From an optimization exercise on the open Yosys and OpenROAD flow, aimed at small area, a short achievable clock period and few clock cycles per item; shortcuts taken in it are not production practice.
At most, simulation tests tie the RTL to the original design; equivalence was not proved.

==> flow/design.v (excerpt) <==
module matrixTpu (
    input  logic         clk,
    input  logic         rst,
    input  logic [13:0]  wrReq,     
    input  logic         start,
    output logic         busy,
    output logic [70:0]  result,    
    output logic         done
);
For scale: roughly 3400 cells after synthesis, about 720 flip-flops, about 90 I/O pins, roughly 0.035 sq mm of cells after synthesis.
clock: 5.5 ns
lec_check: 0
abc_area: 1
abc_clock_period_in_ps: 2200
cap_margin: 20
core_margin: 2
core_utilization: 40
cts_cluster_diameter: 80
cts_cluster_size: 20
setup_slack_margin: 3.2
slew_margin: 20
run.sh (not shown) runs the stock make flow with config.mk's settings and CLKGATE_MAP_FILE= SYNTH_SCRIPT=/design/flow/synth_recipe.tcl, a recipe that flattens the netlist after the stock synthesis.
Testbench counts at the start, summed over its fixed seeds: cycles 2,944, jobs 128.
==> next run, changes <==
CORE_UTILIZATION = 50   (was 40)
CTS_CLUSTER_DIAMETER = 100   (was 80)
CTS_CLUSTER_SIZE = 30   (was 20)
=> The new run completed without violations. Clock-buffer cell count decreases by 26. Sequential cell count does not change. Wire length decreases by a few percent. Register-to-register slack improved by 60 ps. Maximum frequency increases by a few percent. First-iteration DRC count increases by a quarter to a third. Die area decreases by about a fifth. Synthesized area is unchanged. Worst hold slack improved by 7.2 ps. Clock skew decreases by 12 ps.
==> next run, changes <==
CORE_UTILIZATION = 40   (was 50)
SETUP_SLACK_MARGIN = 3.5   (was 3.2)
Outcome: Core utilization is lower by 4.5 points. Cell count climbs by 9.5%.
==> next run, changes <==
SETUP_SLACK_MARGIN = 3.2   (was 3.5)
The changed run ran to the end with no violations.
Hold slack improves by 5.8 ps.
Final cell count fell by 4.2%.
Worst setup slack improves by 38 ps.
==> next run, changes <==
SETUP_SLACK_MARGIN = 3.1   (was 3.2)
Result: Clock skew came out higher by 4.5 ps; worst setup slack gets worse by 120 ps.

========
delta:
matrixTpu, a different RTL version from the one above (not shown whole).
For scale: ~2600 cells after synthesis, roughly 880 flip-flops, ~39000 µm² of cells after synthesis.
==> flow/config.mk <==
export PLATFORM = sky130hd
export DESIGN_NAME = matrixTpu
export DESIGN_NICKNAME = matrixTpu
export VERILOG_FILES = /design/flow/design.v
export SDC_FILE = /design/flow/constraint.sdc
export NUM_CORES = 4
export LEC_CHECK = 0
export ABC_CLOCK_PERIOD_IN_PS = 2500
export CAP_MARGIN = 20
export CORE_MARGIN = 2
export CORE_UTILIZATION = 40
export CTS_CLUSTER_DIAMETER = 150
export CTS_CLUSTER_SIZE = 30
export SETUP_SLACK_MARGIN = 2.8
export SLEW_MARGIN = 20
==> flow/constraint.sdc <==
create_clock -name core_clock -period 5.5 [get_ports {clk}]
set_input_delay 1.1000 -clock core_clock [delete_from_list [all_inputs] [get_ports {clk}]]
set_output_delay 1.1000 -clock core_clock [all_outputs]
set_load 0.01 [all_outputs]
Here is what was changed in the inputs of willow compared with delta.
Settings: CTS_BUF_LIST now sky130_fd_sc_hd__clkbuf_8 sky130_fd_sc_hd__clkbuf_4, previously not set; CTS_CLUSTER_DIAMETER no longer set, was 150; CTS_CLUSTER_SIZE now 40, was 30.
## What came out
Summary of willow over delta: ratio of routed vias to standard cells has decreased, final cell count has increased, aggregate routed wire length has increased, utilization has increased, setup slack has decreased. The required time at the endpoint of the critical path in willow sits 160 ps above the value recorded for delta. Changes observed in willow relative to delta: global-route usage up 0.65 points; sequential share of layout area has decreased; hold slack now smaller.
Modified inputs, harbor compared to willow
Settings: CTS_CLUSTER_SIZE: 40 -> unset; CTS_BUF_LIST: sky130_fd_sc_hd__clkbuf_8 sky130_fd_sc_hd__clkbuf_4 -> unset.
harbor gives more maximum frequency from static timing analysis than willow did.
Compared with willow, in harbor number of flops mapped to enable cells by yosys stayed essentially flat; depth of the worst register-to-register path rose by 4; initial antenna violation count fell by 2; synthesized area stayed essentially flat.
No run of this note included a check of the RTL's function; only the layout flow was run.

========
matrixTpu, a different RTL version from the one above (not shown whole).
For scale: roughly 770 flip-flops.
export LEC_CHECK = 0
export ABC_CLOCK_PERIOD_IN_PS = 1800
export CAP_MARGIN = 20
export CORE_MARGIN = 2
export CORE_UTILIZATION = 40
export CTS_CLUSTER_DIAMETER = 100
export CTS_CLUSTER_SIZE = 30
export SETUP_SLACK_MARGIN = 3.2
export SLEW_MARGIN = 20
create_clock -name core_clock -period 5.5 [get_ports {clk}]
Testbench counts at the start, summed over its fixed seeds: cycles 2,944, jobs 128.
Then changed:
Settings changed: ABC_CLOCK_PERIOD_IN_PS 1800 to 2200, CORE_UTILIZATION 40 to 30.
Maximum frequency drops by 2.1%.
Clock-buffer cell count climbs by 1.
Via count drops by 2.5%.
Cell count climbs by 7.8%.
Critical path depth climbs by 1.
Then changed:
Settings changed: ABC_AREA set to 1, CORE_UTILIZATION 30 to 40.
After rerunning:
- The changed run ran to the end with no violations
- worst setup slack improves by 26 ps
- utilization grows by 10 points
- final area barely changes
- via count grows by about a fifth
Then changed:
Settings changed: ABC_AREA 1 to unset, CAP_MARGIN 20 to 5, SLEW_MARGIN 20 to 5.
Outcome: Worst setup slack gains 27 ps. Global-route usage shrinks by 1.4 points. Routed wire length shrinks by about 12%.

========
== red ==
matrixTpu again, from the RTL that the note above started with.
clock: 5.5 ns
lec_check: 0
abc_clock_period_in_ps: 2200
cap_margin: 20
core_margin: 2
core_utilization: 40
cts_cluster_diameter: 100
cts_cluster_size: 30
setup_slack_margin: 3.2
slew_margin: 20
tns_end_percent: 10
Testbench counts of red, summed over its fixed seeds: cycles 2,944, jobs 128.
--- input diff red..blue ---
-- flow/config.mk --
<<< red, line 11
export CORE_UTILIZATION = 40
>>> blue, line 11
export CORE_UTILIZATION = 55
<<< red, line 16
export TNS_END_PERCENT = 10
>>> blue, line 16
Results
red → blue: critical path depth has increased; total number of vias now larger; share of cell area taken by multi-input logic gates moved up; count of placed standard cells in the final layout, fillers left out has decreased. Of red and blue, blue shows the lower share of the final layout cell area in sequential cells, with red above it. In blue, the maximum clock skew at final layout came out 0.049 ns below the value in red. From red to blue the numbers moved as follows: non-clock buffer count higher, final critical-path share of the clock period lower, buffer levels on the longest clock path roughly the same, growth of design area from synthesis to finish higher.
For green, these inputs were changed with respect to blue:
-- flow/config.mk --
<<< blue, line 11
export CORE_UTILIZATION = 55
>>> green, line 11
export CORE_UTILIZATION = 40
## What came out
green ran to completion and came out clean on the timing, design-rule and antenna checks.
Diff blue -> green: non-filler instance count after layout rose 334, final period utilization fell 0.69 points, total setup buffers inserted after CTS rose about 12%, clock skew rose 0.016 ns, core utilization fell 18 points.
green vs blue — core footprint climbed by more than a quarter
Taking blue over green, the number of tapcells ratio works out to 0.73.
Re worst-case setup slack after placement: green is 0.12 ns down on blue.
Compared with blue, in green setup slack after layout saw an increase, multi-input logic portion of the cell area did not really move.
Input-level comparison between orange and green:
-- flow/config.mk --
<<< green, line 8
export ABC_CLOCK_PERIOD_IN_PS = 2200
>>> orange, line 8
export ABC_CLOCK_PERIOD_IN_PS = 2000
<<< green, line 14
export SETUP_SLACK_MARGIN = 3.2
>>> orange, line 14
export SETUP_SLACK_MARGIN = 3.6
--- outcome ---
orange: all stages complete, timing, DRC and antenna checks passed. Critical path buffer and inverter count ends up higher on green. Summary of orange over green: final cell area excluding filler cells climbed 8.9%; least setup slack across all paths after layout dropped 0.095 ns; depth of the worst register-to-register path climbed 2; fraction of area in registers dropped 3.9 points. orange: required time of the worst setup path 0.08 ns below green.

========
Setup of lane 3:
RTL: one of the versions met above, not the one the previous note started from.
Size in the first run: about 3,400 cells after synthesis, ~720 flip-flops, ~90 I/O pins, about 35,000 µm² of cells after synthesis.
make LEC_CHECK=0 ABC_AREA=1 ABC_CLOCK_PERIOD_IN_PS=2200 CAP_MARGIN=20 CORE_MARGIN=2 CORE_UTILIZATION=40 CTS_CLUSTER_DIAMETER=100 CTS_CLUSTER_SIZE=30 SETUP_SLACK_MARGIN=3.3 SLEW_MARGIN=20 TNS_END_PERCENT=30 finish   # period 5.5 ns
Lane 3 was carried through to the last stage, and its layout satisfied the timing, design-rule and antenna checks.
Testbench counts of lane 3, summed over its fixed seeds: cycles 2,944, jobs 128.
Edits applied to the flow inputs when going from lane 3 to lane 4:
- clearing TNS_END_PERCENT, which used to be 30
Findings:
The slowest library cell on the worst path comes out sky130_fd_sc_hd__fa_2 in one run and sky130_fd_sc_hd__fa_1 in the other, namely in lane 3 and lane 4 respectively. Between lane 3 and lane 4, the cell total after placement figures differ only marginally. On final count of negative-setup-slack endpoints, lane 3 tracks lane 4 almost exactly. Mux share of post-synthesis cell area came out exactly the same in lane 4 and lane 3. Higher clock period minus worst slack among lane 4 and lane 3: lane 3. Compared with lane 3, lane 4 instantiates a larger number of cells. met5 as the highest routing layer actually used was reported by lane 3, and met4 by lane 4. Lane 4 finished all stages; the layout is clean. Lane 4 against lane 3: summed negative setup slack over all endpoints now sits at about the same level; total routed wirelength now sits higher.

[re-timing with driven ports]
How much do the figures lean on ideal ports? The routed layouts below were timed once more, with nothing changed but the port constraints.
Step 1: set_driving_cell puts a clkbuf_16 on clk and a buf_2 on each other input, an assumption about the parent block.
Step 2 also shifts input and output timing later by t, the mid clock arrival at the registers, as if the neighbouring blocks saw the same clock.
Slacks: no drivers / after step 1 / after step 2; pairs: no drivers / after step 1.
run	t (ns)	setup slack, ns	latest minus earliest clock arrival (ns)
the first run of note 1	0.662	3.086 / 3.086 / 2.630	0.043 / 0.042
the second run of note 1	0.688	3.141 / 3.133 / 2.671	0.036 / 0.036
the third run of note 1	0.692	3.085 / 3.023 / 2.755	0.039 / 0.039
the fourth run of note 1	0.696	3.123 / 3.101 / 2.573	0.040 / 0.041
the fifth run of note 1	0.686	3.007 / 2.999 / 2.313	0.044 / 0.044
delta	0.664	2.796 / 2.808 / 2.155	0.035 / 0.034
willow	0.855	2.782 / 2.734 / 1.964	0.046 / 0.046
harbor	0.722	2.839 / 2.791 / 2.174	0.030 / 0.030
the first run of note 3	0.655	3.011 / 3.011 / 2.596	0.038 / 0.038
the second run of note 3	0.665	2.958 / 2.958 / 2.556	0.054 / 0.054
the third run of note 3	0.662	2.984 / 2.984 / 2.566	0.075 / 0.074
the fourth run of note 3	0.656	3.011 / 3.011 / 2.595	0.037 / 0.036
red	0.707	2.938 / 2.957 / 2.267	0.075 / 0.074
blue	0.645	2.973 / 2.973 / 2.585	0.022 / 0.023
green	0.655	3.011 / 3.011 / 2.596	0.038 / 0.038
orange	0.642	2.916 / 2.916 / 2.571	0.057 / 0.058
lane 3	0.692	3.064 / 3.046 / 2.449	0.072 / 0.072
lane 4	0.703	3.130 / 3.073 / 2.691	0.030 / 0.031
After both steps setup and hold are still met in every run listed. The setup slack of willow, which loses most, moves by -0.048 ns with the drivers and by -0.818 ns with both steps.
